From an optimization exercise on the open Yosys and OpenROAD flow, aimed at small area, a short achievable clock period and few clock cycles per item; shortcuts taken in it are not production practice. Function was checked by simulation only, so behaviour that the tests miss may differ from the original.

[flow/config.mk]
export PLATFORM = sky130hd
export DESIGN_NAME = cosine_distance_unit
export DESIGN_NICKNAME = cosine_distance_unit
export VERILOG_FILES = /design/flow/design.v
export SDC_FILE = /design/flow/constraint.sdc
export NUM_CORES = 4
export LEC_CHECK = 0
export ABC_AREA = 1
export CAP_MARGIN = 0
export CORE_MARGIN = 2
export CORE_UTILIZATION = 50
export PLACE_DENSITY = 0.6
export SETUP_SLACK_MARGIN = 5
export SLEW_MARGIN = 0
export TNS_END_PERCENT = 5
[flow/constraint.sdc]
create_clock -name core_clock -period 12.0 [get_ports {clk}]
set_input_delay 2.4000 -clock core_clock [delete_from_list [all_inputs] [get_ports {clk}]]
set_output_delay 2.4000 -clock core_clock [all_outputs]
set_load 0.01 [all_outputs]
[flow/design.v]
module cosine_distance_unit #(
    parameter int W     = 16,
    parameter int FRAC  = 11,
    parameter int TERMS = 4
) (
    input  logic         clk,
    input  logic         reset_n,
    input  logic         start,
    input  logic [W-1:0] x_in,
    input  logic [W-1:0] v_in,
    output logic         busy,
    output logic         done,
    output logic [W-1:0] cos_out,
    output logic [W-1:0] distance,
    output logic         sat
);
    logic s1_q, s2_q, s3_q, done_q;
    logic accept;
    logic [15:0] a_q, b_q, d_q;
    logic        hi_q, ds_q;
    logic        sat_q;
    assign busy   = s1_q | s2_q | s3_q;
    assign accept = start & ~busy;
    logic [15:0] x2f;
    assign x2f = a_q;
    logic [14:0] bc;
    logic        big;
    assign bc  = b_q[14:0];
    assign big = hi_q | b_q[15];
    logic [22:0] t2_full;
    logic [11:0] term2;
    logic cw464, cw465, cw466, cw467, cw468, cw469, cw470, cw471, cw472, cw473, cw474, cw475, cw476, cw477, cw478, cw479, cw480, cw481, cw482, cw483, cw484, cw485, cw486, cw487, cw488, cw489, cw490, cw491, cw492, cw493, cw494, cw495, cw496, cw497, cw498, cw499, cw500, cw501, cw502, cw503, cw504, cw505, cw506, cw507, cw508, cw509, cw510, cw511, cw512, cw513, cw514, cw515, cw516, cw517, cw518, cw519, cw520, cw521, cw522, cw523, cw524, cw525, cw526, cw527, cw528, cw529, cw530, cw531, cw532, cw533, cw534, cw535, cw536, cw537, cw538, cw539, cw540, cw541, cw542, cw543, cw544, cw545, cw546, cw547, cw548, cw549, cw550, cw551, cw552, cw553, cw554, cw555, cw556, cw557, cw558, cw559, cw560, cw561, cw562, cw563, cw564, cw565, cw566, cw567, cw568, cw569, cw570, cw571, cw572, cw573, cw574, cw575, cw576, cw577, cw578, cw579, cw580, cw581, cw582, cw583, cw584, cw585, cw586, cw587, cw588, cw589, cw590, cw591, cw592, cw593, cw594, cw595, cw596, cw597, cw598, cw599, cw600, cw601, cw602, cw603, cw604, cw605, cw606, cw607, cw608, cw609, cw610, cw611, cw612, cw613, cw614, cw615, cw616, cw617, cw618, cw619, cw620, cw621, cw622, cw623, cw624, cw625, cw626, cw627, cw628, cw629, cw630, cw631, cw632, cw633, cw634, cw635, cw636, cw637, cw638, cw639, cw640, cw641, cw642, cw643, cw644, cw645, cw646, cw647, cw648, cw649, cw650, cw651, cw652, cw653, cw654, cw655, cw656, cw657, cw658, cw659, cw660, cw661, cw662, cw663, cw664, cw665, cw666, cw667, cw668, cw669, cw670, cw671, cw672, cw673, cw674, cw675, cw676, cw677, cw678, cw679, cw680, cw681, cw682, cw683, cw684, cw685, cw686, cw687, cw688, cw689, cw690, cw691, cw692, cw693, cw694, cw695, cw696, cw697, cw698, cw699, cw700, cw701, cw702, cw703, cw704, cw705, cw706, cw707, cw708, cw709, cw710, cw711, cw712, cw713, cw714, cw715, cw716, cw717, cw718, cw719, cw720, cw721, cw722, cw723, cw724, cw725, cw726;
    assign cw464 = bc[5] ^ bc[4];
    assign cw465 = bc[5] & bc[4];
    assign cw466 = bc[6] ^ bc[5] ^ bc[3];
    assign cw467 = (bc[6] & bc[5]) | (bc[6] & bc[3]) | (bc[5] & bc[3]);
    assign cw468 = bc[7] ^ bc[6] ^ bc[4];
    assign cw469 = (bc[7] & bc[6]) | (bc[7] & bc[4]) | (bc[6] & bc[4]);
    assign cw470 = bc[2] ^ bc[0];
    assign cw471 = bc[2] & bc[0];
    assign cw472 = bc[8] ^ bc[7] ^ bc[5];
    assign cw473 = (bc[8] & bc[7]) | (bc[8] & bc[5]) | (bc[7] & bc[5]);
    assign cw474 = bc[3] ^ bc[1] ^ 1'b1;
    assign cw475 = (bc[3] & bc[1]) | (bc[3] & 1'b1) | (bc[1] & 1'b1);
    assign cw476 = bc[9] ^ bc[8] ^ bc[6];
    assign cw477 = (bc[9] & bc[8]) | (bc[9] & bc[6]) | (bc[8] & bc[6]);
    assign cw478 = bc[4] ^ bc[2] ^ 1'b1;
    assign cw479 = (bc[4] & bc[2]) | (bc[4] & 1'b1) | (bc[2] & 1'b1);
    assign cw480 = bc[10] ^ bc[9] ^ bc[7];
    assign cw481 = (bc[10] & bc[9]) | (bc[10] & bc[7]) | (bc[9] & bc[7]);
    assign cw482 = bc[5] ^ bc[3] ^ 1'b1;
    assign cw483 = (bc[5] & bc[3]) | (bc[5] & 1'b1) | (bc[3] & 1'b1);
    assign cw484 = bc[11] ^ bc[10] ^ bc[8];
    assign cw485 = (bc[11] & bc[10]) | (bc[11] & bc[8]) | (bc[10] & bc[8]);
    assign cw486 = bc[6] ^ bc[4];
    assign cw487 = bc[6] & bc[4];
    assign cw488 = bc[12] ^ bc[11] ^ bc[9];
    assign cw489 = (bc[12] & bc[11]) | (bc[12] & bc[9]) | (bc[11] & bc[9]);
    assign cw490 = bc[7] ^ bc[5];
    assign cw491 = bc[7] & bc[5];
    assign cw492 = bc[13] ^ bc[12] ^ bc[10];
    assign cw493 = (bc[13] & bc[12]) | (bc[13] & bc[10]) | (bc[12] & bc[10]);
    assign cw494 = bc[8] ^ bc[6];
    assign cw495 = bc[8] & bc[6];
    assign cw496 = bc[14] ^ bc[13] ^ bc[11];
    assign cw497 = (bc[14] & bc[13]) | (bc[14] & bc[11]) | (bc[13] & bc[11]);
    assign cw498 = bc[9] ^ bc[7];
    assign cw499 = bc[9] & bc[7];
    assign cw500 = bc[14] ^ bc[12] ^ bc[10];
    assign cw501 = (bc[14] & bc[12]) | (bc[14] & bc[10]) | (bc[12] & bc[10]);
    assign cw502 = bc[3] ^ bc[2];
    assign cw503 = bc[3] & bc[2];
    assign cw504 = bc[4] ^ bc[3] ^ bc[1];
    assign cw505 = (bc[4] & bc[3]) | (bc[4] & bc[1]) | (bc[3] & bc[1]);
    assign cw506 = bc[2] ^ bc[0] ^ 1'b1;
    assign cw507 = (bc[2] & bc[0]) | (bc[2] & 1'b1) | (bc[0] & 1'b1);
    assign cw508 = bc[1] ^ 1'b1 ^ cw465;
    assign cw509 = (bc[1] & 1'b1) | (bc[1] & cw465) | (1'b1 & cw465);
    assign cw510 = 1'b1 ^ cw467 ^ cw468;
    assign cw511 = (1'b1 & cw467) | (1'b1 & cw468) | (cw467 & cw468);
    assign cw512 = cw469 ^ cw471 ^ cw472;
    assign cw513 = (cw469 & cw471) | (cw469 & cw472) | (cw471 & cw472);
    assign cw514 = cw473 ^ cw475 ^ cw476;
    assign cw515 = (cw473 & cw475) | (cw473 & cw476) | (cw475 & cw476);
    assign cw516 = cw477 ^ cw479 ^ cw480;
    assign cw517 = (cw477 & cw479) | (cw477 & cw480) | (cw479 & cw480);
    assign cw518 = cw481 ^ cw483 ^ cw484;
    assign cw519 = (cw481 & cw483) | (cw481 & cw484) | (cw483 & cw484);
    assign cw520 = cw485 ^ cw487 ^ cw488;
    assign cw521 = (cw485 & cw487) | (cw485 & cw488) | (cw487 & cw488);
    assign cw522 = cw489 ^ cw491 ^ cw492;
    assign cw523 = (cw489 & cw491) | (cw489 & cw492) | (cw491 & cw492);
    assign cw524 = cw493 ^ cw495 ^ cw496;
    assign cw525 = (cw493 & cw495) | (cw493 & cw496) | (cw495 & cw496);
    assign cw526 = bc[8] ^ cw497 ^ cw499;
    assign cw527 = (bc[8] & cw497) | (bc[8] & cw499) | (cw497 & cw499);
    assign cw528 = bc[13] ^ bc[11] ^ bc[9];
    assign cw529 = (bc[13] & bc[11]) | (bc[13] & bc[9]) | (bc[11] & bc[9]);
    assign cw530 = bc[14] ^ bc[12];
    assign cw531 = bc[14] & bc[12];
    assign cw532 = bc[1] ^ bc[0];
    assign cw533 = bc[1] & bc[0];
    assign cw534 = bc[2] ^ bc[1] ^ 1'b1;
    assign cw535 = (bc[2] & bc[1]) | (bc[2] & 1'b1) | (bc[1] & 1'b1);
    assign cw536 = bc[0] ^ 1'b1 ^ cw502;
    assign cw537 = (bc[0] & 1'b1) | (bc[0] & cw502) | (1'b1 & cw502);
    assign cw538 = 1'b1 ^ cw503 ^ cw504;
    assign cw539 = (1'b1 & cw503) | (1'b1 & cw504) | (cw503 & cw504);
    assign cw540 = cw464 ^ cw505 ^ cw506;
    assign cw541 = (cw464 & cw505) | (cw464 & cw506) | (cw505 & cw506);
    assign cw542 = cw466 ^ cw507 ^ cw508;
    assign cw543 = (cw466 & cw507) | (cw466 & cw508) | (cw507 & cw508);
    assign cw544 = cw470 ^ cw509 ^ cw510;
    assign cw545 = (cw470 & cw509) | (cw470 & cw510) | (cw509 & cw510);
    assign cw546 = cw474 ^ cw511 ^ cw512;
    assign cw547 = (cw474 & cw511) | (cw474 & cw512) | (cw511 & cw512);
    assign cw548 = cw478 ^ cw513 ^ cw514;
    assign cw549 = (cw478 & cw513) | (cw478 & cw514) | (cw513 & cw514);
    assign cw550 = cw482 ^ cw515 ^ cw516;
    assign cw551 = (cw482 & cw515) | (cw482 & cw516) | (cw515 & cw516);
    assign cw552 = cw486 ^ cw517 ^ cw518;
    assign cw553 = (cw486 & cw517) | (cw486 & cw518) | (cw517 & cw518);
    assign cw554 = cw490 ^ cw519 ^ cw520;
    assign cw555 = (cw490 & cw519) | (cw490 & cw520) | (cw519 & cw520);
    assign cw556 = cw494 ^ cw521 ^ cw522;
    assign cw557 = (cw494 & cw521) | (cw494 & cw522) | (cw521 & cw522);
    assign cw558 = cw498 ^ cw523 ^ cw524;
    assign cw559 = (cw498 & cw523) | (cw498 & cw524) | (cw523 & cw524);
    assign cw560 = cw500 ^ cw525 ^ cw526;
    assign cw561 = (cw500 & cw525) | (cw500 & cw526) | (cw525 & cw526);
    assign cw562 = cw501 ^ cw527 ^ cw528;
    assign cw563 = (cw501 & cw527) | (cw501 & cw528) | (cw527 & cw528);
    assign cw564 = bc[10] ^ cw529 ^ cw530;
    assign cw565 = (bc[10] & cw529) | (bc[10] & cw530) | (cw529 & cw530);
    assign cw566 = bc[13] ^ bc[11] ^ cw531;
    assign cw567 = (bc[13] & bc[11]) | (bc[13] & cw531) | (bc[11] & cw531);
    assign cw568 = bc[14] ^ bc[12];
    assign cw569 = bc[14] & bc[12];
    assign cw570 = bc[0] & 1'b1;
    assign cw571 = bc[0] ^ 1'b1;
    assign cw572 = 1'b1 & cw532;
    assign cw573 = 1'b1 ^ cw532;
    assign cw574 = cw533 & cw534;
    assign cw575 = cw533 ^ cw534;
    assign cw576 = cw535 & cw536;
    assign cw577 = cw535 ^ cw536;
    assign cw578 = cw537 & cw538;
    assign cw579 = cw537 ^ cw538;
    assign cw580 = cw539 & cw540;
    assign cw581 = cw539 ^ cw540;
    assign cw582 = cw541 & cw542;
    assign cw583 = cw541 ^ cw542;
    assign cw584 = cw543 & cw544;
    assign cw585 = cw543 ^ cw544;
    assign cw586 = cw545 & cw546;
    assign cw587 = cw545 ^ cw546;
    assign cw588 = cw547 & cw548;
    assign cw589 = cw547 ^ cw548;
    assign cw590 = cw549 & cw550;
    assign cw591 = cw549 ^ cw550;
    assign cw592 = cw551 & cw552;
    assign cw593 = cw551 ^ cw552;
    assign cw594 = cw553 & cw554;
    assign cw595 = cw553 ^ cw554;
    assign cw596 = cw555 & cw556;
    assign cw597 = cw555 ^ cw556;
    assign cw598 = cw557 & cw558;
    assign cw599 = cw557 ^ cw558;
    assign cw600 = cw559 & cw560;
    assign cw601 = cw559 ^ cw560;
    assign cw602 = cw561 & cw562;
    assign cw603 = cw561 ^ cw562;
    assign cw604 = cw563 & cw564;
    assign cw605 = cw563 ^ cw564;
    assign cw606 = cw565 & cw566;
    assign cw607 = cw565 ^ cw566;
    assign cw608 = cw567 & cw568;
    assign cw609 = cw567 ^ cw568;
    assign cw610 = bc[13] & cw569;
    assign cw611 = bc[13] ^ cw569;
    assign cw612 = cw572 | (cw573 & cw570);
    assign cw613 = cw573 & cw571;
    assign cw614 = cw576 | (cw577 & cw574);
    assign cw615 = cw577 & cw575;
    assign cw616 = cw580 | (cw581 & cw578);
    assign cw617 = cw581 & cw579;
    assign cw618 = cw584 | (cw585 & cw582);
    assign cw619 = cw585 & cw583;
    assign cw620 = cw588 | (cw589 & cw586);
    assign cw621 = cw589 & cw587;
    assign cw622 = cw592 | (cw593 & cw590);
    assign cw623 = cw593 & cw591;
    assign cw624 = cw596 | (cw597 & cw594);
    assign cw625 = cw597 & cw595;
    assign cw626 = cw600 | (cw601 & cw598);
    assign cw627 = cw601 & cw599;
    assign cw628 = cw604 | (cw605 & cw602);
    assign cw629 = cw605 & cw603;
    assign cw630 = cw608 | (cw609 & cw606);
    assign cw631 = cw609 & cw607;
    assign cw632 = 1'b0 | (bc[14] & cw610);
    assign cw633 = bc[14] & cw611;
    assign cw634 = cw574 | (cw575 & cw612);
    assign cw635 = cw575 & cw613;
    assign cw636 = cw614 | (cw615 & cw612);
    assign cw637 = cw615 & cw613;
    assign cw638 = cw582 | (cw583 & cw616);
    assign cw639 = cw583 & cw617;
    assign cw640 = cw618 | (cw619 & cw616);
    assign cw641 = cw619 & cw617;
    assign cw642 = cw590 | (cw591 & cw620);
    assign cw643 = cw591 & cw621;
    assign cw644 = cw622 | (cw623 & cw620);
    assign cw645 = cw623 & cw621;
    assign cw646 = cw598 | (cw599 & cw624);
    assign cw647 = cw599 & cw625;
    assign cw648 = cw626 | (cw627 & cw624);
    assign cw649 = cw627 & cw625;
    assign cw650 = cw606 | (cw607 & cw628);
    assign cw651 = cw607 & cw629;
    assign cw652 = cw630 | (cw631 & cw628);
    assign cw653 = cw631 & cw629;
    assign cw654 = 1'b0;
    assign cw655 = cw578 | (cw579 & cw636);
    assign cw656 = cw579 & cw637;
    assign cw657 = cw616 | (cw617 & cw636);
    assign cw658 = cw617 & cw637;
    assign cw659 = cw638 | (cw639 & cw636);
    assign cw660 = cw639 & cw637;
    assign cw661 = cw640 | (cw641 & cw636);
    assign cw662 = cw641 & cw637;
    assign cw663 = cw594 | (cw595 & cw644);
    assign cw664 = cw595 & cw645;
    assign cw665 = cw624 | (cw625 & cw644);
    assign cw666 = cw625 & cw645;
    assign cw667 = cw646 | (cw647 & cw644);
    assign cw668 = cw647 & cw645;
    assign cw669 = cw648 | (cw649 & cw644);
    assign cw670 = cw649 & cw645;
    assign cw671 = cw610 | (cw611 & cw652);
    assign cw672 = cw611 & cw653;
    assign cw673 = cw632 | (cw633 & cw652);
    assign cw674 = cw633 & cw653;
    assign cw675 = cw654;
    assign cw676 = cw586 | (cw587 & cw661);
    assign cw677 = cw587 & cw662;
    assign cw678 = cw620 | (cw621 & cw661);
    assign cw679 = cw621 & cw662;
    assign cw680 = cw642 | (cw643 & cw661);
    assign cw681 = cw643 & cw662;
    assign cw682 = cw644 | (cw645 & cw661);
    assign cw683 = cw645 & cw662;
    assign cw684 = cw663 | (cw664 & cw661);
    assign cw685 = cw664 & cw662;
    assign cw686 = cw665 | (cw666 & cw661);
    assign cw687 = cw666 & cw662;
    assign cw688 = cw667 | (cw668 & cw661);
    assign cw689 = cw668 & cw662;
    assign cw690 = cw669 | (cw670 & cw661);
    assign cw691 = cw670 & cw662;
    assign cw692 = cw602 | (cw603 & cw690);
    assign cw693 = cw603 & cw691;
    assign cw694 = cw628 | (cw629 & cw690);
    assign cw695 = cw629 & cw691;
    assign cw696 = cw650 | (cw651 & cw690);
    assign cw697 = cw651 & cw691;
    assign cw698 = cw652 | (cw653 & cw690);
    assign cw699 = cw653 & cw691;
    assign cw700 = cw671 | (cw672 & cw690);
    assign cw701 = cw672 & cw691;
    assign cw702 = cw673 | (cw674 & cw690);
    assign cw703 = cw674 & cw691;
    assign cw704 = cw675;
    assign cw705 = cw573 ^ cw570;
    assign cw706 = cw575 ^ cw612;
    assign cw707 = cw577 ^ cw634;
    assign cw708 = cw579 ^ cw636;
    assign cw709 = cw581 ^ cw655;
    assign cw710 = cw583 ^ cw657;
    assign cw711 = cw585 ^ cw659;
    assign cw712 = cw587 ^ cw661;
    assign cw713 = cw589 ^ cw676;
    assign cw714 = cw591 ^ cw678;
    assign cw715 = cw593 ^ cw680;
    assign cw716 = cw595 ^ cw682;
    assign cw717 = cw597 ^ cw684;
    assign cw718 = cw599 ^ cw686;
    assign cw719 = cw601 ^ cw688;
    assign cw720 = cw603 ^ cw690;
    assign cw721 = cw605 ^ cw692;
    assign cw722 = cw607 ^ cw694;
    assign cw723 = cw609 ^ cw696;
    assign cw724 = cw611 ^ cw698;
    assign cw725 = bc[14] ^ cw700;
    assign cw726 = 1'b0 ^ cw702;
    assign t2_full = {cw726, cw725, cw724, cw723, cw722, cw721, cw720, cw719, cw718, cw717, cw716, cw715, cw714, cw713, cw712, cw711, cw710, cw709, cw708, cw707, cw706, cw705, cw571};
    assign term2   = big ? 12'd2736 : t2_full[22:11];
    logic [19:0] t3_full;
    logic [15:0] expr3;
    assign t3_full = bc * 5'd17;
    assign expr3   = d_q - {5'd0, (big ? 11'd1087 : t3_full[19:9])};
    logic [15:0] mr;
    logic [14:0] mcand;
    assign mr = busy ? x2f : {{2{x_in[13]}}, x_in[13:0]};
    always_comb begin
        if (s1_q) mcand = {1'b0, x2f[14:1]};
        else if (s2_q) mcand = {3'd0, term2};
        else if (s3_q) mcand = expr3[14:0];
        else mcand = {x_in[13], x_in[13:0]};
    end
    logic [15:0] me;
    logic [16:0] bx;
    logic [15:0] row [8];
    logic [29:0] negv;
    logic [29:0] prod;
    assign me = {mcand[14], mcand};
    assign bx = {mr, 1'b0};
    always_comb begin
        negv = '0;
        for (int i = 0; i < 8; i++) begin
            logic b0, b1, b2, one, two, neg;
            b0  = bx[2*i];
            b1  = bx[2*i+1];
            b2  = bx[2*i+2];
            one = b0 ^ b1;
            two = (b2 & ~b1 & ~b0) | (~b2 & b1 & b0);
            neg = b2;
            for (int j = 0; j < 16; j++) begin
                row[i][j] = ((one & me[j]) | (two & ((j == 0) ? 1'b0 : me[j-1]))) ^ neg;
            end
            negv[2*i] = neg;
        end
    end
    logic tw1, tw2, tw3, tw4, tw5, tw6, tw7, tw8, tw9, tw10, tw11, tw12, tw13, tw14, tw15, tw16, tw17, tw18, tw19, tw20, tw21, tw22, tw23, tw24, tw25, tw26, tw27, tw28, tw29, tw30, tw31, tw32, tw33, tw34, tw35, tw36, tw37, tw38, tw39, tw40, tw41, tw42, tw43, tw44, tw45, tw46, tw47, tw48, tw49, tw50, tw51, tw52, tw53, tw54, tw55, tw56, tw57, tw58, tw59, tw60, tw61, tw62, tw63, tw64, tw65, tw66, tw67, tw68, tw69, tw70, tw71, tw72, tw73, tw74, tw75, tw76, tw77, tw78, tw79, tw80, tw81, tw82, tw83, tw84, tw85, tw86, tw87, tw88, tw89, tw90, tw91, tw92, tw93, tw94, tw95, tw96, tw97, tw98, tw99, tw100, tw101, tw102, tw103, tw104, tw105, tw106, tw107, tw108, tw109, tw110, tw111, tw112, tw113, tw114, tw115, tw116, tw117, tw118, tw119, tw120, tw121, tw122, tw123, tw124, tw125, tw126, tw127, tw128, tw129, tw130, tw131, tw132, tw133, tw134, tw135, tw136, tw137, tw138, tw139, tw140, tw141, tw142, tw143, tw144, tw145, tw146, tw147, tw148, tw149, tw150, tw151, tw152, tw153, tw154, tw155, tw156, tw157, tw158, tw159, tw160, tw161, tw162, tw163, tw164, tw165, tw166, tw167, tw168, tw169, tw170, tw171, tw172, tw173, tw174, tw175, tw176, tw177, tw178, tw179, tw180, tw181, tw182, tw183, tw184, tw185, tw186, tw187, tw188, tw189, tw190, tw191, tw192, tw193, tw194, tw195, tw196, tw197, tw198, tw199, tw200, tw201, tw202, tw203, tw204, tw205, tw206, tw207, tw208, tw209, tw210, tw211, tw212, tw213, tw214, tw215, tw216, tw217, tw218, tw219, tw220, tw221, tw222, tw223, tw224, tw225, tw226, tw227, tw228, tw229, tw230, tw231, tw232, tw233, tw234, tw235, tw236, tw237, tw238, tw239, tw240, tw241, tw242, tw243, tw244, tw245, tw246, tw247, tw248, tw249, tw250, tw251, tw252, tw253, tw254, tw255, tw256, tw257, tw258, tw259, tw260, tw261, tw262, tw263, tw264, tw265, tw266, tw267, tw268, tw269, tw270, tw271, tw272, tw273, tw274, tw275, tw276, tw277, tw278, tw279, tw280, tw281, tw282, tw283, tw284, tw285, tw286, tw287, tw288, tw289, tw290, tw291, tw292, tw293, tw294, tw295, tw296, tw297, tw298, tw299, tw300, tw301, tw302, tw303, tw304, tw305, tw306, tw307, tw308, tw309, tw310, tw311, tw312, tw313, tw314, tw315, tw316, tw317, tw318, tw319, tw320, tw321, tw322, tw323, tw324, tw325, tw326, tw327, tw328, tw329, tw330, tw331, tw332, tw333, tw334, tw335, tw336, tw337, tw338, tw339, tw340, tw341, tw342, tw343, tw344, tw345, tw346, tw347, tw348, tw349, tw350, tw351, tw352, tw353, tw354, tw355, tw356, tw357, tw358, tw359, tw360, tw361, tw362, tw363, tw364, tw365, tw366, tw367, tw368, tw369, tw370, tw371, tw372, tw373, tw374, tw375, tw376, tw377, tw378, tw379, tw380, tw381, tw382, tw383, tw384, tw385, tw386, tw387, tw388, tw389, tw390, tw391, tw392, tw393, tw394, tw395, tw396, tw397, tw398, tw399, tw400, tw401, tw402, tw403, tw404, tw405, tw406, tw407, tw408, tw409, tw410, tw411, tw412, tw413, tw414, tw415, tw416, tw417, tw418, tw419, tw420, tw421, tw422, tw423, tw424, tw425, tw426, tw427, tw428, tw429, tw430, tw431, tw432, tw433, tw434, tw435, tw436, tw437, tw438, tw439, tw440, tw441, tw442, tw443, tw444, tw445, tw446, tw447, tw448, tw449, tw450, tw451, tw452, tw453, tw454, tw455, tw456, tw457, tw458, tw459, tw460, tw461, tw462, tw463;
    assign tw1 = row[0][8] ^ row[1][6];
    assign tw2 = row[0][8] & row[1][6];
    assign tw3 = row[0][9] ^ row[1][7];
    assign tw4 = row[0][9] & row[1][7];
    assign tw5 = row[0][10] ^ row[1][8] ^ row[2][6];
    assign tw6 = (row[0][10] & row[1][8]) | (row[0][10] & row[2][6]) | (row[1][8] & row[2][6]);
    assign tw7 = row[3][4] ^ row[4][2];
    assign tw8 = row[3][4] & row[4][2];
    assign tw9 = row[0][11] ^ row[1][9] ^ row[2][7];
    assign tw10 = (row[0][11] & row[1][9]) | (row[0][11] & row[2][7]) | (row[1][9] & row[2][7]);
    assign tw11 = row[0][12] ^ row[1][10] ^ row[2][8];
    assign tw12 = (row[0][12] & row[1][10]) | (row[0][12] & row[2][8]) | (row[1][10] & row[2][8]);
    assign tw13 = row[3][6] ^ row[4][4];
    assign tw14 = row[3][6] & row[4][4];
    assign tw15 = row[0][13] ^ row[1][11] ^ row[2][9];
    assign tw16 = (row[0][13] & row[1][11]) | (row[0][13] & row[2][9]) | (row[1][11] & row[2][9]);
    assign tw17 = row[3][7] ^ row[4][5];
    assign tw18 = row[3][7] & row[4][5];
    assign tw19 = row[0][14] ^ row[1][12] ^ row[2][10];
    assign tw20 = (row[0][14] & row[1][12]) | (row[0][14] & row[2][10]) | (row[1][12] & row[2][10]);
    assign tw21 = row[3][8] ^ row[4][6] ^ row[5][4];
    assign tw22 = (row[3][8] & row[4][6]) | (row[3][8] & row[5][4]) | (row[4][6] & row[5][4]);
    assign tw23 = row[6][2] ^ row[7][0];
    assign tw24 = row[6][2] & row[7][0];
    assign tw25 = ~row[0][15] ^ row[1][13] ^ row[2][11];
    assign tw26 = (~row[0][15] & row[1][13]) | (~row[0][15] & row[2][11]) | (row[1][13] & row[2][11]);
    assign tw27 = row[3][9] ^ row[4][7] ^ row[5][5];
    assign tw28 = (row[3][9] & row[4][7]) | (row[3][9] & row[5][5]) | (row[4][7] & row[5][5]);
    assign tw29 = row[6][3] ^ row[7][1] ^ 1'b1;
    assign tw30 = (row[6][3] & row[7][1]) | (row[6][3] & 1'b1) | (row[7][1] & 1'b1);
    assign tw31 = row[1][14] ^ row[2][12] ^ row[3][10];
    assign tw32 = (row[1][14] & row[2][12]) | (row[1][14] & row[3][10]) | (row[2][12] & row[3][10]);
    assign tw33 = row[4][8] ^ row[5][6] ^ row[6][4];
    assign tw34 = (row[4][8] & row[5][6]) | (row[4][8] & row[6][4]) | (row[5][6] & row[6][4]);
    assign tw35 = row[7][2] ^ 1'b1;
    assign tw36 = row[7][2] & 1'b1;
    assign tw37 = ~row[1][15] ^ row[2][13] ^ row[3][11];
    assign tw38 = (~row[1][15] & row[2][13]) | (~row[1][15] & row[3][11]) | (row[2][13] & row[3][11]);
    assign tw39 = row[4][9] ^ row[5][7] ^ row[6][5];
    assign tw40 = (row[4][9] & row[5][7]) | (row[4][9] & row[6][5]) | (row[5][7] & row[6][5]);
    assign tw41 = row[2][14] ^ row[3][12] ^ row[4][10];
    assign tw42 = (row[2][14] & row[3][12]) | (row[2][14] & row[4][10]) | (row[3][12] & row[4][10]);
    assign tw43 = row[5][8] ^ row[6][6];
    assign tw44 = row[5][8] & row[6][6];
    assign tw45 = ~row[2][15] ^ row[3][13] ^ row[4][11];
    assign tw46 = (~row[2][15] & row[3][13]) | (~row[2][15] & row[4][11]) | (row[3][13] & row[4][11]);
    assign tw47 = row[3][14] ^ row[4][12];
    assign tw48 = row[3][14] & row[4][12];
    assign tw49 = row[0][4] ^ row[1][2];
    assign tw50 = row[0][4] & row[1][2];
    assign tw51 = row[0][5] ^ row[1][3];
    assign tw52 = row[0][5] & row[1][3];
    assign tw53 = row[0][6] ^ row[1][4] ^ row[2][2];
    assign tw54 = (row[0][6] & row[1][4]) | (row[0][6] & row[2][2]) | (row[1][4] & row[2][2]);
    assign tw55 = row[3][0] ^ negv[6];
    assign tw56 = row[3][0] & negv[6];
    assign tw57 = row[0][7] ^ row[1][5] ^ row[2][3];
    assign tw58 = (row[0][7] & row[1][5]) | (row[0][7] & row[2][3]) | (row[1][5] & row[2][3]);
    assign tw59 = row[3][1] ^ s1_q;
    assign tw60 = row[3][1] & s1_q;
    assign tw61 = row[2][4] ^ row[3][2] ^ row[4][0];
    assign tw62 = (row[2][4] & row[3][2]) | (row[2][4] & row[4][0]) | (row[3][2] & row[4][0]);
    assign tw63 = negv[8] ^ s1_q ^ tw1;
    assign tw64 = (negv[8] & s1_q) | (negv[8] & tw1) | (s1_q & tw1);
    assign tw65 = row[2][5] ^ row[3][3] ^ row[4][1];
    assign tw66 = (row[2][5] & row[3][3]) | (row[2][5] & row[4][1]) | (row[3][3] & row[4][1]);
    assign tw67 = s1_q ^ tw2 ^ tw3;
    assign tw68 = (s1_q & tw2) | (s1_q & tw3) | (tw2 & tw3);
    assign tw69 = row[5][0] ^ negv[10] ^ s1_q;
    assign tw70 = (row[5][0] & negv[10]) | (row[5][0] & s1_q) | (negv[10] & s1_q);
    assign tw71 = tw4 ^ tw5 ^ tw7;
    assign tw72 = (tw4 & tw5) | (tw4 & tw7) | (tw5 & tw7);
    assign tw73 = row[3][5] ^ row[4][3] ^ row[5][1];
    assign tw74 = (row[3][5] & row[4][3]) | (row[3][5] & row[5][1]) | (row[4][3] & row[5][1]);
    assign tw75 = tw6 ^ tw8 ^ tw9;
    assign tw76 = (tw6 & tw8) | (tw6 & tw9) | (tw8 & tw9);
    assign tw77 = row[5][2] ^ row[6][0] ^ negv[12];
    assign tw78 = (row[5][2] & row[6][0]) | (row[5][2] & negv[12]) | (row[6][0] & negv[12]);
    assign tw79 = tw10 ^ tw11 ^ tw13;
    assign tw80 = (tw10 & tw11) | (tw10 & tw13) | (tw11 & tw13);
    assign tw81 = row[5][3] ^ row[6][1] ^ tw12;
    assign tw82 = (row[5][3] & row[6][1]) | (row[5][3] & tw12) | (row[6][1] & tw12);
    assign tw83 = tw14 ^ tw15 ^ tw17;
    assign tw84 = (tw14 & tw15) | (tw14 & tw17) | (tw15 & tw17);
    assign tw85 = negv[14] ^ tw16 ^ tw18;
    assign tw86 = (negv[14] & tw16) | (negv[14] & tw18) | (tw16 & tw18);
    assign tw87 = tw19 ^ tw21 ^ tw23;
    assign tw88 = (tw19 & tw21) | (tw19 & tw23) | (tw21 & tw23);
    assign tw89 = tw20 ^ tw22 ^ tw24;
    assign tw90 = (tw20 & tw22) | (tw20 & tw24) | (tw22 & tw24);
    assign tw91 = tw25 ^ tw27 ^ tw29;
    assign tw92 = (tw25 & tw27) | (tw25 & tw29) | (tw27 & tw29);
    assign tw93 = tw26 ^ tw28 ^ tw30;
    assign tw94 = (tw26 & tw28) | (tw26 & tw30) | (tw28 & tw30);
    assign tw95 = tw31 ^ tw33 ^ tw35;
    assign tw96 = (tw31 & tw33) | (tw31 & tw35) | (tw33 & tw35);
    assign tw97 = row[7][3] ^ tw32 ^ tw34;
    assign tw98 = (row[7][3] & tw32) | (row[7][3] & tw34) | (tw32 & tw34);
    assign tw99 = tw36 ^ tw37 ^ tw39;
    assign tw100 = (tw36 & tw37) | (tw36 & tw39) | (tw37 & tw39);
    assign tw101 = row[7][4] ^ 1'b1 ^ tw38;
    assign tw102 = (row[7][4] & 1'b1) | (row[7][4] & tw38) | (1'b1 & tw38);
    assign tw103 = tw40 ^ tw41 ^ tw43;
    assign tw104 = (tw40 & tw41) | (tw40 & tw43) | (tw41 & tw43);
    assign tw105 = row[5][9] ^ row[6][7] ^ row[7][5];
    assign tw106 = (row[5][9] & row[6][7]) | (row[5][9] & row[7][5]) | (row[6][7] & row[7][5]);
    assign tw107 = tw42 ^ tw44 ^ tw45;
    assign tw108 = (tw42 & tw44) | (tw42 & tw45) | (tw44 & tw45);
    assign tw109 = row[5][10] ^ row[6][8] ^ row[7][6];
    assign tw110 = (row[5][10] & row[6][8]) | (row[5][10] & row[7][6]) | (row[6][8] & row[7][6]);
    assign tw111 = 1'b1 ^ tw46 ^ tw47;
    assign tw112 = (1'b1 & tw46) | (1'b1 & tw47) | (tw46 & tw47);
    assign tw113 = ~row[3][15] ^ row[4][13] ^ row[5][11];
    assign tw114 = (~row[3][15] & row[4][13]) | (~row[3][15] & row[5][11]) | (row[4][13] & row[5][11]);
    assign tw115 = row[6][9] ^ row[7][7] ^ tw48;
    assign tw116 = (row[6][9] & row[7][7]) | (row[6][9] & tw48) | (row[7][7] & tw48);
    assign tw117 = row[4][14] ^ row[5][12] ^ row[6][10];
    assign tw118 = (row[4][14] & row[5][12]) | (row[4][14] & row[6][10]) | (row[5][12] & row[6][10]);
    assign tw119 = row[7][8] ^ 1'b1;
    assign tw120 = row[7][8] & 1'b1;
    assign tw121 = ~row[4][15] ^ row[5][13] ^ row[6][11];
    assign tw122 = (~row[4][15] & row[5][13]) | (~row[4][15] & row[6][11]) | (row[5][13] & row[6][11]);
    assign tw123 = row[5][14] ^ row[6][12];
    assign tw124 = row[5][14] & row[6][12];
    assign tw125 = row[0][2] ^ row[1][0];
    assign tw126 = row[0][2] & row[1][0];
    assign tw127 = row[0][3] ^ row[1][1];
    assign tw128 = row[0][3] & row[1][1];
    assign tw129 = row[2][0] ^ negv[4] ^ s1_q;
    assign tw130 = (row[2][0] & negv[4]) | (row[2][0] & s1_q) | (negv[4] & s1_q);
    assign tw131 = row[2][1] ^ s1_q ^ tw50;
    assign tw132 = (row[2][1] & s1_q) | (row[2][1] & tw50) | (s1_q & tw50);
    assign tw133 = s1_q ^ tw52 ^ tw53;
    assign tw134 = (s1_q & tw52) | (s1_q & tw53) | (tw52 & tw53);
    assign tw135 = tw54 ^ tw56 ^ tw57;
    assign tw136 = (tw54 & tw56) | (tw54 & tw57) | (tw56 & tw57);
    assign tw137 = tw58 ^ tw60 ^ tw61;
    assign tw138 = (tw58 & tw60) | (tw58 & tw61) | (tw60 & tw61);
    assign tw139 = tw62 ^ tw64 ^ tw65;
    assign tw140 = (tw62 & tw64) | (tw62 & tw65) | (tw64 & tw65);
    assign tw141 = tw66 ^ tw68 ^ tw69;
    assign tw142 = (tw66 & tw68) | (tw66 & tw69) | (tw68 & tw69);
    assign tw143 = tw70 ^ tw72 ^ tw73;
    assign tw144 = (tw70 & tw72) | (tw70 & tw73) | (tw72 & tw73);
    assign tw145 = tw74 ^ tw76 ^ tw77;
    assign tw146 = (tw74 & tw76) | (tw74 & tw77) | (tw76 & tw77);
    assign tw147 = tw78 ^ tw80 ^ tw81;
    assign tw148 = (tw78 & tw80) | (tw78 & tw81) | (tw80 & tw81);
    assign tw149 = tw82 ^ tw84 ^ tw85;
    assign tw150 = (tw82 & tw84) | (tw82 & tw85) | (tw84 & tw85);
    assign tw151 = tw86 ^ tw88 ^ tw89;
    assign tw152 = (tw86 & tw88) | (tw86 & tw89) | (tw88 & tw89);
    assign tw153 = tw90 ^ tw92 ^ tw93;
    assign tw154 = (tw90 & tw92) | (tw90 & tw93) | (tw92 & tw93);
    assign tw155 = tw94 ^ tw96 ^ tw97;
    assign tw156 = (tw94 & tw96) | (tw94 & tw97) | (tw96 & tw97);
    assign tw157 = tw98 ^ tw100 ^ tw101;
    assign tw158 = (tw98 & tw100) | (tw98 & tw101) | (tw100 & tw101);
    assign tw159 = tw102 ^ tw104 ^ tw105;
    assign tw160 = (tw102 & tw104) | (tw102 & tw105) | (tw104 & tw105);
    assign tw161 = tw106 ^ tw108 ^ tw109;
    assign tw162 = (tw106 & tw108) | (tw106 & tw109) | (tw108 & tw109);
    assign tw163 = tw110 ^ tw112 ^ tw113;
    assign tw164 = (tw110 & tw112) | (tw110 & tw113) | (tw112 & tw113);
    assign tw165 = tw114 ^ tw116 ^ tw117;
    assign tw166 = (tw114 & tw116) | (tw114 & tw117) | (tw116 & tw117);
    assign tw167 = row[7][9] ^ tw118 ^ tw120;
    assign tw168 = (row[7][9] & tw118) | (row[7][9] & tw120) | (tw118 & tw120);
    assign tw169 = row[7][10] ^ 1'b1 ^ tw122;
    assign tw170 = (row[7][10] & 1'b1) | (row[7][10] & tw122) | (1'b1 & tw122);
    assign tw171 = ~row[5][15] ^ row[6][13] ^ row[7][11];
    assign tw172 = (~row[5][15] & row[6][13]) | (~row[5][15] & row[7][11]) | (row[6][13] & row[7][11]);
    assign tw173 = row[6][14] ^ row[7][12];
    assign tw174 = row[6][14] & row[7][12];
    assign tw175 = row[0][0] ^ negv[0];
    assign tw176 = row[0][0] & negv[0];
    assign tw177 = row[0][1] ^ s1_q;
    assign tw178 = row[0][1] & s1_q;
    assign tw179 = negv[2] ^ s1_q ^ tw125;
    assign tw180 = (negv[2] & s1_q) | (negv[2] & tw125) | (s1_q & tw125);
    assign tw181 = s1_q ^ tw126 ^ tw127;
    assign tw182 = (s1_q & tw126) | (s1_q & tw127) | (tw126 & tw127);
    assign tw183 = tw49 ^ tw128 ^ tw129;
    assign tw184 = (tw49 & tw128) | (tw49 & tw129) | (tw128 & tw129);
    assign tw185 = tw51 ^ tw130 ^ tw131;
    assign tw186 = (tw51 & tw130) | (tw51 & tw131) | (tw130 & tw131);
    assign tw187 = tw55 ^ tw132 ^ tw133;
    assign tw188 = (tw55 & tw132) | (tw55 & tw133) | (tw132 & tw133);
    assign tw189 = tw59 ^ tw134 ^ tw135;
    assign tw190 = (tw59 & tw134) | (tw59 & tw135) | (tw134 & tw135);
    assign tw191 = tw63 ^ tw136 ^ tw137;
    assign tw192 = (tw63 & tw136) | (tw63 & tw137) | (tw136 & tw137);
    assign tw193 = tw67 ^ tw138 ^ tw139;
    assign tw194 = (tw67 & tw138) | (tw67 & tw139) | (tw138 & tw139);
    assign tw195 = tw71 ^ tw140 ^ tw141;
    assign tw196 = (tw71 & tw140) | (tw71 & tw141) | (tw140 & tw141);
    assign tw197 = tw75 ^ tw142 ^ tw143;
    assign tw198 = (tw75 & tw142) | (tw75 & tw143) | (tw142 & tw143);
    assign tw199 = tw79 ^ tw144 ^ tw145;
    assign tw200 = (tw79 & tw144) | (tw79 & tw145) | (tw144 & tw145);
    assign tw201 = tw83 ^ tw146 ^ tw147;
    assign tw202 = (tw83 & tw146) | (tw83 & tw147) | (tw146 & tw147);
    assign tw203 = tw87 ^ tw148 ^ tw149;
    assign tw204 = (tw87 & tw148) | (tw87 & tw149) | (tw148 & tw149);
    assign tw205 = tw91 ^ tw150 ^ tw151;
    assign tw206 = (tw91 & tw150) | (tw91 & tw151) | (tw150 & tw151);
    assign tw207 = tw95 ^ tw152 ^ tw153;
    assign tw208 = (tw95 & tw152) | (tw95 & tw153) | (tw152 & tw153);
    assign tw209 = tw99 ^ tw154 ^ tw155;
    assign tw210 = (tw99 & tw154) | (tw99 & tw155) | (tw154 & tw155);
    assign tw211 = tw103 ^ tw156 ^ tw157;
    assign tw212 = (tw103 & tw156) | (tw103 & tw157) | (tw156 & tw157);
    assign tw213 = tw107 ^ tw158 ^ tw159;
    assign tw214 = (tw107 & tw158) | (tw107 & tw159) | (tw158 & tw159);
    assign tw215 = tw111 ^ tw160 ^ tw161;
    assign tw216 = (tw111 & tw160) | (tw111 & tw161) | (tw160 & tw161);
    assign tw217 = tw115 ^ tw162 ^ tw163;
    assign tw218 = (tw115 & tw162) | (tw115 & tw163) | (tw162 & tw163);
    assign tw219 = tw119 ^ tw164 ^ tw165;
    assign tw220 = (tw119 & tw164) | (tw119 & tw165) | (tw164 & tw165);
    assign tw221 = tw121 ^ tw166 ^ tw167;
    assign tw222 = (tw121 & tw166) | (tw121 & tw167) | (tw166 & tw167);
    assign tw223 = tw123 ^ tw168 ^ tw169;
    assign tw224 = (tw123 & tw168) | (tw123 & tw169) | (tw168 & tw169);
    assign tw225 = tw124 ^ tw170 ^ tw171;
    assign tw226 = (tw124 & tw170) | (tw124 & tw171) | (tw170 & tw171);
    assign tw227 = 1'b1 ^ tw172 ^ tw173;
    assign tw228 = (1'b1 & tw172) | (1'b1 & tw173) | (tw172 & tw173);
    assign tw229 = ~row[6][15] ^ row[7][13] ^ tw174;
    assign tw230 = (~row[6][15] & row[7][13]) | (~row[6][15] & tw174) | (row[7][13] & tw174);
    assign tw231 = row[7][14] ^ 1'b1;
    assign tw232 = row[7][14] & 1'b1;
    assign tw233 = s1_q & tw175;
    assign tw234 = s1_q ^ tw175;
    assign tw235 = tw176 & tw177;
    assign tw236 = tw176 ^ tw177;
    assign tw237 = tw178 & tw179;
    assign tw238 = tw178 ^ tw179;
    assign tw239 = tw180 & tw181;
    assign tw240 = tw180 ^ tw181;
    assign tw241 = tw182 & tw183;
    assign tw242 = tw182 ^ tw183;
    assign tw243 = tw184 & tw185;
    assign tw244 = tw184 ^ tw185;
    assign tw245 = tw186 & tw187;
    assign tw246 = tw186 ^ tw187;
    assign tw247 = tw188 & tw189;
    assign tw248 = tw188 ^ tw189;
    assign tw249 = tw190 & tw191;
    assign tw250 = tw190 ^ tw191;
    assign tw251 = tw192 & tw193;
    assign tw252 = tw192 ^ tw193;
    assign tw253 = tw194 & tw195;
    assign tw254 = tw194 ^ tw195;
    assign tw255 = tw196 & tw197;
    assign tw256 = tw196 ^ tw197;
    assign tw257 = tw198 & tw199;
    assign tw258 = tw198 ^ tw199;
    assign tw259 = tw200 & tw201;
    assign tw260 = tw200 ^ tw201;
    assign tw261 = tw202 & tw203;
    assign tw262 = tw202 ^ tw203;
    assign tw263 = tw204 & tw205;
    assign tw264 = tw204 ^ tw205;
    assign tw265 = tw206 & tw207;
    assign tw266 = tw206 ^ tw207;
    assign tw267 = tw208 & tw209;
    assign tw268 = tw208 ^ tw209;
    assign tw269 = tw210 & tw211;
    assign tw270 = tw210 ^ tw211;
    assign tw271 = tw212 & tw213;
    assign tw272 = tw212 ^ tw213;
    assign tw273 = tw214 & tw215;
    assign tw274 = tw214 ^ tw215;
    assign tw275 = tw216 & tw217;
    assign tw276 = tw216 ^ tw217;
    assign tw277 = tw218 & tw219;
    assign tw278 = tw218 ^ tw219;
    assign tw279 = tw220 & tw221;
    assign tw280 = tw220 ^ tw221;
    assign tw281 = tw222 & tw223;
    assign tw282 = tw222 ^ tw223;
    assign tw283 = tw224 & tw225;
    assign tw284 = tw224 ^ tw225;
    assign tw285 = tw226 & tw227;
    assign tw286 = tw226 ^ tw227;
    assign tw287 = tw228 & tw229;
    assign tw288 = tw228 ^ tw229;
    assign tw289 = tw230 & tw231;
    assign tw290 = tw230 ^ tw231;
    assign tw291 = ~row[7][15] & tw232;
    assign tw292 = ~row[7][15] ^ tw232;
    assign tw293 = tw235 | (tw236 & tw233);
    assign tw294 = tw236 & tw234;
    assign tw295 = tw239 | (tw240 & tw237);
    assign tw296 = tw240 & tw238;
    assign tw297 = tw243 | (tw244 & tw241);
    assign tw298 = tw244 & tw242;
    assign tw299 = tw247 | (tw248 & tw245);
    assign tw300 = tw248 & tw246;
    assign tw301 = tw251 | (tw252 & tw249);
    assign tw302 = tw252 & tw250;
    assign tw303 = tw255 | (tw256 & tw253);
    assign tw304 = tw256 & tw254;
    assign tw305 = tw259 | (tw260 & tw257);
    assign tw306 = tw260 & tw258;
    assign tw307 = tw263 | (tw264 & tw261);
    assign tw308 = tw264 & tw262;
    assign tw309 = tw267 | (tw268 & tw265);
    assign tw310 = tw268 & tw266;
    assign tw311 = tw271 | (tw272 & tw269);
    assign tw312 = tw272 & tw270;
    assign tw313 = tw275 | (tw276 & tw273);
    assign tw314 = tw276 & tw274;
    assign tw315 = tw279 | (tw280 & tw277);
    assign tw316 = tw280 & tw278;
    assign tw317 = tw283 | (tw284 & tw281);
    assign tw318 = tw284 & tw282;
    assign tw319 = tw287 | (tw288 & tw285);
    assign tw320 = tw288 & tw286;
    assign tw321 = tw291 | (tw292 & tw289);
    assign tw322 = tw292 & tw290;
    assign tw323 = tw237 | (tw238 & tw293);
    assign tw324 = tw238 & tw294;
    assign tw325 = tw295 | (tw296 & tw293);
    assign tw326 = tw296 & tw294;
    assign tw327 = tw245 | (tw246 & tw297);
    assign tw328 = tw246 & tw298;
    assign tw329 = tw299 | (tw300 & tw297);
    assign tw330 = tw300 & tw298;
    assign tw331 = tw253 | (tw254 & tw301);
    assign tw332 = tw254 & tw302;
    assign tw333 = tw303 | (tw304 & tw301);
    assign tw334 = tw304 & tw302;
    assign tw335 = tw261 | (tw262 & tw305);
    assign tw336 = tw262 & tw306;
    assign tw337 = tw307 | (tw308 & tw305);
    assign tw338 = tw308 & tw306;
    assign tw339 = tw269 | (tw270 & tw309);
    assign tw340 = tw270 & tw310;
    assign tw341 = tw311 | (tw312 & tw309);
    assign tw342 = tw312 & tw310;
    assign tw343 = tw277 | (tw278 & tw313);
    assign tw344 = tw278 & tw314;
    assign tw345 = tw315 | (tw316 & tw313);
    assign tw346 = tw316 & tw314;
    assign tw347 = tw285 | (tw286 & tw317);
    assign tw348 = tw286 & tw318;
    assign tw349 = tw319 | (tw320 & tw317);
    assign tw350 = tw320 & tw318;
    assign tw351 = tw241 | (tw242 & tw325);
    assign tw352 = tw242 & tw326;
    assign tw353 = tw297 | (tw298 & tw325);
    assign tw354 = tw298 & tw326;
    assign tw355 = tw327 | (tw328 & tw325);
    assign tw356 = tw328 & tw326;
    assign tw357 = tw329 | (tw330 & tw325);
    assign tw358 = tw330 & tw326;
    assign tw359 = tw257 | (tw258 & tw333);
    assign tw360 = tw258 & tw334;
    assign tw361 = tw305 | (tw306 & tw333);
    assign tw362 = tw306 & tw334;
    assign tw363 = tw335 | (tw336 & tw333);
    assign tw364 = tw336 & tw334;
    assign tw365 = tw337 | (tw338 & tw333);
    assign tw366 = tw338 & tw334;
    assign tw367 = tw273 | (tw274 & tw341);
    assign tw368 = tw274 & tw342;
    assign tw369 = tw313 | (tw314 & tw341);
    assign tw370 = tw314 & tw342;
    assign tw371 = tw343 | (tw344 & tw341);
    assign tw372 = tw344 & tw342;
    assign tw373 = tw345 | (tw346 & tw341);
    assign tw374 = tw346 & tw342;
    assign tw375 = tw289 | (tw290 & tw349);
    assign tw376 = tw290 & tw350;
    assign tw377 = tw321 | (tw322 & tw349);
    assign tw378 = tw322 & tw350;
    assign tw379 = tw249 | (tw250 & tw357);
    assign tw380 = tw250 & tw358;
    assign tw381 = tw301 | (tw302 & tw357);
    assign tw382 = tw302 & tw358;
    assign tw383 = tw331 | (tw332 & tw357);
    assign tw384 = tw332 & tw358;
    assign tw385 = tw333 | (tw334 & tw357);
    assign tw386 = tw334 & tw358;
    assign tw387 = tw359 | (tw360 & tw357);
    assign tw388 = tw360 & tw358;
    assign tw389 = tw361 | (tw362 & tw357);
    assign tw390 = tw362 & tw358;
    assign tw391 = tw363 | (tw364 & tw357);
    assign tw392 = tw364 & tw358;
    assign tw393 = tw365 | (tw366 & tw357);
    assign tw394 = tw366 & tw358;
    assign tw395 = tw281 | (tw282 & tw373);
    assign tw396 = tw282 & tw374;
    assign tw397 = tw317 | (tw318 & tw373);
    assign tw398 = tw318 & tw374;
    assign tw399 = tw347 | (tw348 & tw373);
    assign tw400 = tw348 & tw374;
    assign tw401 = tw349 | (tw350 & tw373);
    assign tw402 = tw350 & tw374;
    assign tw403 = tw375 | (tw376 & tw373);
    assign tw404 = tw376 & tw374;
    assign tw405 = tw377 | (tw378 & tw373);
    assign tw406 = tw378 & tw374;
    assign tw407 = tw265 | (tw266 & tw393);
    assign tw408 = tw266 & tw394;
    assign tw409 = tw309 | (tw310 & tw393);
    assign tw410 = tw310 & tw394;
    assign tw411 = tw339 | (tw340 & tw393);
    assign tw412 = tw340 & tw394;
    assign tw413 = tw341 | (tw342 & tw393);
    assign tw414 = tw342 & tw394;
    assign tw415 = tw367 | (tw368 & tw393);
    assign tw416 = tw368 & tw394;
    assign tw417 = tw369 | (tw370 & tw393);
    assign tw418 = tw370 & tw394;
    assign tw419 = tw371 | (tw372 & tw393);
    assign tw420 = tw372 & tw394;
    assign tw421 = tw373 | (tw374 & tw393);
    assign tw422 = tw374 & tw394;
    assign tw423 = tw395 | (tw396 & tw393);
    assign tw424 = tw396 & tw394;
    assign tw425 = tw397 | (tw398 & tw393);
    assign tw426 = tw398 & tw394;
    assign tw427 = tw399 | (tw400 & tw393);
    assign tw428 = tw400 & tw394;
    assign tw429 = tw401 | (tw402 & tw393);
    assign tw430 = tw402 & tw394;
    assign tw431 = tw403 | (tw404 & tw393);
    assign tw432 = tw404 & tw394;
    assign tw433 = tw405 | (tw406 & tw393);
    assign tw434 = tw406 & tw394;
    assign tw435 = tw236 ^ tw233;
    assign tw436 = tw238 ^ tw293;
    assign tw437 = tw240 ^ tw323;
    assign tw438 = tw242 ^ tw325;
    assign tw439 = tw244 ^ tw351;
    assign tw440 = tw246 ^ tw353;
    assign tw441 = tw248 ^ tw355;
    assign tw442 = tw250 ^ tw357;
    assign tw443 = tw252 ^ tw379;
    assign tw444 = tw254 ^ tw381;
    assign tw445 = tw256 ^ tw383;
    assign tw446 = tw258 ^ tw385;
    assign tw447 = tw260 ^ tw387;
    assign tw448 = tw262 ^ tw389;
    assign tw449 = tw264 ^ tw391;
    assign tw450 = tw266 ^ tw393;
    assign tw451 = tw268 ^ tw407;
    assign tw452 = tw270 ^ tw409;
    assign tw453 = tw272 ^ tw411;
    assign tw454 = tw274 ^ tw413;
    assign tw455 = tw276 ^ tw415;
    assign tw456 = tw278 ^ tw417;
    assign tw457 = tw280 ^ tw419;
    assign tw458 = tw282 ^ tw421;
    assign tw459 = tw284 ^ tw423;
    assign tw460 = tw286 ^ tw425;
    assign tw461 = tw288 ^ tw427;
    assign tw462 = tw290 ^ tw429;
    assign tw463 = tw292 ^ tw431;
    assign prod = {tw463, tw462, tw461, tw460, tw459, tw458, tw457, tw456, tw455, tw454, tw453, tw452, tw451, tw450, tw449, tw448, tw447, tw446, tw445, tw444, tw443, tw442, tw441, tw440, tw439, tw438, tw437, tw436, tw435, tw234};
    logic x2ovf;
    assign x2ovf = (x_in[15:13] != 3'b000 && x_in[15:13] != 3'b111) || prod[26];
    logic sat1, sat3;
    assign sat1 = hi_q | (b_q[15] & (b_q[14:0] != 15'd0));
    assign sat3 = hi_q | (d_q[15] ^ ds_q);
    logic [15:0] e2;
    assign e2 = 16'd2048 - {2'b00, x2f[14:1]} + {4'd0, term2};
    always_ff @(posedge clk or negedge reset_n) begin
        if (!reset_n) begin
            s1_q   <= 1'b0;
            s2_q   <= 1'b0;
            s3_q   <= 1'b0;
            done_q <= 1'b0;
        end else begin
            s1_q <= accept;
            s2_q <= s1_q;
            s3_q <= s2_q;
            if (accept) done_q <= 1'b0;
            else if (s3_q) done_q <= 1'b1;
        end
    end
    always_ff @(posedge clk) begin
        if (accept) a_q <= {1'b0, prod[25:11] | {15{x2ovf}}};
        else if (s2_q) a_q <= d_q;
        if (s1_q | s2_q) b_q <= prod[26:11];
        else if (s3_q) b_q <= expr3;
        if (busy) begin
            hi_q <= (s3_q ? ((prod[29:27] != 3'b000) && (prod[29:27] != 3'b111))
                          : (prod[29:27] != 3'b000));
            ds_q <= prod[29];
        end
        if (accept) d_q <= v_in;
        else if (s2_q) d_q <= e2;
        else if (s3_q) d_q <= prod[26:11];
        if (accept) sat_q <= x2ovf;
        else if (s2_q) sat_q <= sat_q | sat1;
        else if (s3_q) sat_q <= sat_q | big;
    end
    assign done     = done_q;
    assign cos_out  = b_q;
    assign distance = sat3 ? (ds_q ? 16'h8000 : 16'h7fff) : d_q;
    assign sat      = sat_q | sat3;
endmodule
[flow/run.sh]
#!/bin/bash
# synth_recipe.tcl (not shown) runs the flow's synth.tcl, then flattens the netlist and writes it again
# the make line also repeats each setting of config.mk as NAME=value (left out here)
make -C /OpenROAD-flow-scripts/flow DESIGN_CONFIG=/design/flow/config.mk WORK_HOME=/design/flow/orfs CLKGATE_MAP_FILE= SYNTH_SCRIPT=/design/flow/synth_recipe.tcl finish
==> reports/metrics.cfg, run 1 <==
[synth]
synthXorXnorAreaFrac=0.0474
post-synth-top-area-cell=nand2_1
synth_ff_type=edfxtp_1
async_reset_ff_frac=0.0727
postSynthAreaPerCell_um2=6.73
yosysSeqAreaShare=0.116
synth_cell_types=56
ys_ff_latch=55
syn_inst=2086
synth_warnings=2
synth_top_family_by_area=simple AND/OR/NAND/NOR gates
syn_nets=2384
synth_top_area_share=0.190
syn_area_um2=14000
synth-compound-area-share=0.113
yosys.area_share.simple=0.303
synthAdderAreaFrac=0.300
netlist_top_cells_area=nand2_1 19%, fa_1 18%, ha_1 12%, edfxtp_1 11%, inv_1 8.5%
synth_edf_count=50
synthMuxAreaShare=0.000713

[flow_run]
cap_violations=0

[finish]
ff_latch_area_um2=1620
antenna_cells=0
area_growth_pct=22.0
fillers=2656
stdcell_area_um2=17100
layout-drive-gt1-share=0.177
final_nets=2539
multiInputGateArea_um2=11600

[clock_tree]
cts_buffers=5
cts_root_buffer=clkbuf_16
ctsHtreeMaxLevel=2
cts_tree=built
cts_hold_buf=0
clock_sinks=55
cts_buffer_depth=2
path_clk_slew_ns=0.08
insertion_delay_ns=0.31

[timing]
tns_ns=0
fin_hold_ws_ns=0.501
rsz0062_at_grt=true
skew_ns=0.00885
finalHoldViolCount=0
timing.fmax_mhz=117
setup_viol=0
slew_violations=0
relSlewSlack=0.338
worstMarginPinSlew_ns=0.991
min_period_ns=8.58
min_period_over_period=0.715

[place]
place_area_um2=15000
io_buffers=69
place_congestion=0.939
hpwl_um=38200

[global_route]
overflow=0
grt-busiest-layer=met2
track_usage=0.346
grt_max_degree=51
grt_pass1_wl_um=77100
use_met1=0.490
grt_pass1_vias=13762
antenna_found_initial=1
grt_use_met2=0.561
met3_usage=0.0331

[hold_path]
worstHoldStart=done_q
min_to=done_q
hp-class=reg -> reg
holdPathStages=2

[die]
dieArea_um2=29400
initial_core_util=0.507
io_pins=70
row_count=61
fp.dieW_um=172
fp.coreArea_um2=27700
die_h_um=172

[worst_setup_path]
crit_slowest_cell=fa_1
worstPathArrival_ns=8.64
max_stage_delay_ns=0.58
r2r_setup_slack_ns=3.42
path_class=reg -> reg
rr_startpoint=b_q[12]
reg2reg_depth=37
reg2reg_to=a_q[5]
cpMostUsedCell=fa_2
start_kind=flip-flop
cp_max_fo=6
worstSetupEndpointType=flip-flop
crit_required_ns=12.06

[routing]
wl_per_cell_um=19.7
vias=14766
drt_iter0_markers=1476
drtPass1Iterations=7
drt-total-wl_um=51500
viasPerCell=5.64
antenna_left=0
route.detailed.drc=0

[outcome]
status=timing/DRC/antenna clean

==> stage by stage <==
step	util	worst slack, ns	cells
3_5_place_dp	0.541	2.32	2482
5_1_grt	0.618	3.07	2620
2_1_floorplan	-	3.90	2086
4_1_cts	0.597	3.70	2583
3_3_place_gp	0.541	2.44	2482
6_report	0.618	3.42	2620
==> logic make-up after synthesis <==
logic type / after synthesis
AOI/OAI and AO/OA: 263
xor gates and xnor gates: 76
adders and majority gates: 263
buffers and inverters: 407
DFF: 55
muxes: 1
and+or+nand+nor: 1021
==> flip-flops by register name, summed over array words and instances, names as in the netlist <==
signal / cells
a_q: 16
b_q: 16
d_q: 16
done_q: 1
ds_q: 1
hi_q: 1
s1_q: 1
s2_q: 1
s3_q: 1
sat_q: 1
==> metal layers <==
layer  wire (µm)  part of all wire  vias up
met3        4020             0.078      112
met5           0                 0        -
met2       23600              0.46      688
li1            -                 -     6931
met4        1710             0.033        0
met1       22100              0.43     7035
==> final cells by class <==
class,count,area share
Clock inverter,1,0.000292
Sequential cell,55,0.0947
Inverter,342,0.0772
Timing Repair Buffer,211,0.111
Tap cell,378,0.0276
Multi-Input combinational cell,1626,0.680
Clock buffer,7,0.00833
==> critical path, delay by kind of cell, from the launching register on <==
kind	cells	cell delay [ns]
DFF	1	0.52
buffers and inverters	6	0.60
adders and majority gates	11	4.79
AOI/OAI and AO/OA	5	0.88
and+or+nand+nor	14	1.35
xor gates and xnor gates	1	0.18
==> repair_timing <==
action / in CTS / in global routing
gates resized for setup: 150 / 68
endpoints found under the setup margin: 50 / 50
cloned: 1 / 1
pin swaps: 83 / 81
setup buffers: 92 / 36
==> cells in the mapped netlist, types with 20 or more instances <==
| cell | number |
|---|---|
| nand2_1 | 709 |
| inv_1 | 316 |
| nand3_1 | 161 |
| ha_1 | 140 |
| fa_1 | 123 |
| nor2_1 | 82 |
| o21ai_0 | 78 |
| a21oi_1 | 73 |
| xor2_1 | 65 |
| edfxtp_1 | 50 |
| clkbuf_1 | 24 |
| inv_2 | 21 |
| o21ai_1 | 21 |
| o22ai_1 | 20 |
==> layout by cell type (no fill, tap or decap), types with 9 or more instances in the layout <==
| cell type | n |
|---|---|
| o21bai_1 | 13 |
| buf_4 | 124 |
| a21oi_1 | 52 |
| nand2_1 | 686 |
| ha_4 | 15 |
| o21ai_0 | 64 |
| o21ai_1 | 29 |
| edfxtp_1 | 50 |
| clkdlybuf4s50_1 | 69 |
| fa_2 | 22 |
| nand3_2 | 13 |
| nand2_4 | 10 |
| ha_1 | 121 |
| buf_12 | 9 |
| nand3_1 | 149 |
| o211ai_1 | 13 |
| fa_1 | 101 |
| nor2_2 | 15 |
| xor2_1 | 61 |
| o21ai_2 | 9 |
| inv_2 | 41 |
| a21oi_2 | 17 |
| nor2_1 | 72 |
| nand2_2 | 29 |
| inv_1 | 288 |
| o22ai_1 | 15 |
==> how the worst max path moves through the flow <==
stage	start	to	cells past startpoint
detailed placement	b_q[7]	b_q[6]	46
global placement	b_q[7]	b_q[6]	46
CTS	b_q[12]	a_q[5]	42
finish	b_q[12]	a_q[5]	37
floorplan	b_q[8]	a_q[5]	44
global route	b_q[12]	b_q[14]	44
Testbench counts, summed over its fixed seeds: cycles 6,400, items 1,600.
==> run 2: changes to the inputs <==
--- a/flow/config.mk
+++ b/flow/config.mk
@@ -9,7 +9,7 @@
 export CAP_MARGIN = 0
 export CORE_MARGIN = 2
-export CORE_UTILIZATION = 50
-export PLACE_DENSITY = 0.6
+export CORE_UTILIZATION = 65
+export PLACE_DENSITY = 0.72
 export SETUP_SLACK_MARGIN = 5
 export SLEW_MARGIN = 0
-export TNS_END_PERCENT = 5
+export TNS_END_PERCENT = 1
==> reports/metrics.cfg, run 2 <==
[synth]
syn_area_um2=14000
synth_ff_type=edfxtp_1
synth_cell_types=56
yosysSeqAreaShare=0.116
async_reset_ff_frac=0.0727
postSynthAreaPerCell_um2=6.73
synth.most_common_cell=nand2_1
ys_ff_latch=55
post-synth-top-area-cell=nand2_1
netlist_top_cells_area=nand2_1 19%, fa_1 18%, ha_1 12%, edfxtp_1 11%, inv_1 8.5%
syn_inst=2086
synth_top_area_share=0.190
syn_nets=2384
synthTopCellsByCount=709 x nand2_1, 316 x inv_1, 161 x nand3_1, 140 x ha_1, 123 x fa_1
synth_warnings=2
synth_edf_count=50

[global_route]
overflow=0
antenna_found_initial=1
grt_pass1_wl_um=71000
grt_max_degree=51
track_usage=0.407
grt_pass1_vias=13610

[routing]
drtPass1Iterations=8
antenna_left=0
drt_iter0_markers=1438
viasPerCell=6.03
wl_per_cell_um=19.1
route.detailed.drc=0
vias=14782
drt-total-wl_um=46900

[clock_tree]
insertion_delay_ns=0.30
ctsHtreeMaxLevel=2
cts_buffers=5
cts_tree=built
cts_root_buffer=clkbuf_16
path_clk_slew_ns=0.07
cts_hold_buf=0
clock_sinks=55
cts_buffer_depth=2

[timing]
min_period_over_period=0.727
skew_ns=0.00874
timing.fmax_mhz=115
rsz0062_at_grt=true
finalHoldViolCount=0
relSlewSlack=0.232
worstMarginPinSlew_ns=1.15
tns_ns=0
min_period_ns=8.73
setup_viol=0
slew_violations=0

[worst_setup_path]
rr_startpoint=b_q[9]
max_stage_delay_ns=0.60
cpMostUsedCell=nand2_1
worstPathArrival_ns=8.79
crit_slowest_cell=fa_1
cp_max_fo=7
worstSetupEndpointType=flip-flop
r2r_setup_slack_ns=3.27
reg2reg_depth=44
reg2reg_to=a_q[5]
path_class=reg -> reg
crit_required_ns=12.06
start_kind=flip-flop

[hold_path]
holdPathStages=2
worstHoldStart=done_q
hp-class=reg -> reg
min_to=done_q

[finish]
layout-drive-gt1-share=0.121
area_growth_pct=14.0
layout_commonest_cell=nand2_1
reg_top3=a_q (16), b_q (16), d_q (16)
layout_common_cells=697 x nand2_1, 298 x inv_1, 158 x nand3_1
stdcell_area_um2=16000
final_nets=2473
fin_util=0.758

[place]
io_buffers=69
hpwl_um=35000
place_area_um2=14800
place_congestion=1.04

[die]
die_h_um=151
initial_core_util=0.666
fp.dieW_um=151
dieArea_um2=22800
row_count=53
io_pins=70
fp.coreArea_um2=21100

[flow_run]
cap_violations=0

[outcome]
status=timing/DRC/antenna clean

run 2: cell counts after synthesis:
No cell type changed its count.
run 2: cells by family (layout without fill, tap and decap cells):
logic type / count (synthesis) / after routing / synth area share
adder cells (fa/ha/maj): 263 / 263 / 0.300
buffers and inverters: 407 / 495 / 0.120
other: 0 / 1 / 0
multiplexers: 1 / 1 / 0.000713
XOR/XNOR: 76 / 76 / 0.0474
flip-flops: 55 / 55 / 0.116
AO/OA/AOI/OAI: 263 / 263 / 0.113
AND/OR/NAND/NOR: 1021 / 1023 / 0.303
run 2: how the worst max path moves through the flow:
stage                   from     end  slack [ns]  cells past startpoint
floorplan             b_q[8]  a_q[5]        3.90                     44
global placement    x_in[13]    hi_q        2.58                     29
detailed placement  x_in[13]   sat_q        2.57                     28
CTS                   b_q[9]  a_q[5]        3.54                     46
global route          b_q[9]    hi_q        2.98                     42
finish                b_q[9]  a_q[5]        3.27                     44
run 2: worst max-delay path: cells and delay by family, from the launching register on:
kind,cells,cell delay [ns]
adder cells (fa/ha/maj),11,4.82
AND/OR/NAND/NOR,18,1.73
buffers and inverters,10,0.76
AO/OA/AOI/OAI,5,0.76
flip-flops,1,0.39
run 2: cell type report:
cell class / instances / area (µm²)
flip-flops and latches: 55 / 1620
inverters: 342 / 1310
well taps: 275 / 344
multi-input cells: 1626 / 11200
fillers: 1737 / 5090
clock buffers: 8 / 156
repair buffers: 145 / 1330
diodes: 1 / 2.50
run 2: layer usage:
| layer | vias to the layer above | global-route usage | wire length, µm |
|---|---|---|---|
| met5 | - | 0 | 19 |
| met4 | 2 | 0.158 | 2040 |
| met3 | 172 | 0.0804 | 5430 |
| met2 | 929 | 0.650 | 21200 |
| met1 | 6868 | 0.548 | 18200 |
| li1 | 6811 | - | - |
run 2: stage by stage:
stage	std cells	hold slack, ns	setup WS [ns]
2_1_floorplan	2086	0.424	3.90
3_3_place_gp	2372	0.478	2.58
3_5_place_dp	2372	0.492	2.57
4_1_cts	2431	0.514	3.54
5_1_grt	2451	0.555	2.98
6_report	2452	0.506	3.27
run 2: repair_timing:
action | 4_1_cts | 5_1_grt
pin swaps | 33 | 40
setup endpoints to repair | 50 | 50
gates resized for setup | 64 | 47
setup buffers | 50 | 19
cloned | 1 | 1

==> re-timing with driven ports <==
The flow's constraints put no driver on any port. The routed layouts listed below were extracted and timed again, unchanged, in two steps.
Step 1, drivers: a clkbuf_16 drives clk and a buf_2 each remaining input, both assumed.
Step 2 also shifts input and output timing later by t, the mid clock arrival at the registers, as if the neighbouring blocks saw the same clock.
Three values: no drivers, after step 1, after step 2; two values: the first two.
| run | t, ns | slack for setup (ns) | clock arrival spread, ns | worst register clock-pin slew, ns |
|---|---|---|---|---|
| run 1 | 0.342 | 3.421 / 3.421 / 3.188 | 0.009 / 0.009 | 0.08 / 0.08 |
| run 2 | 0.339 | 3.272 / 3.272 / 3.134 | 0.008 / 0.009 | 0.07 / 0.07 |
After both steps every run listed still meets setup and hold. For run 1, which loses most, drivers alone change the setup slack by 0.000 ns; drivers and shift together by -0.233 ns.
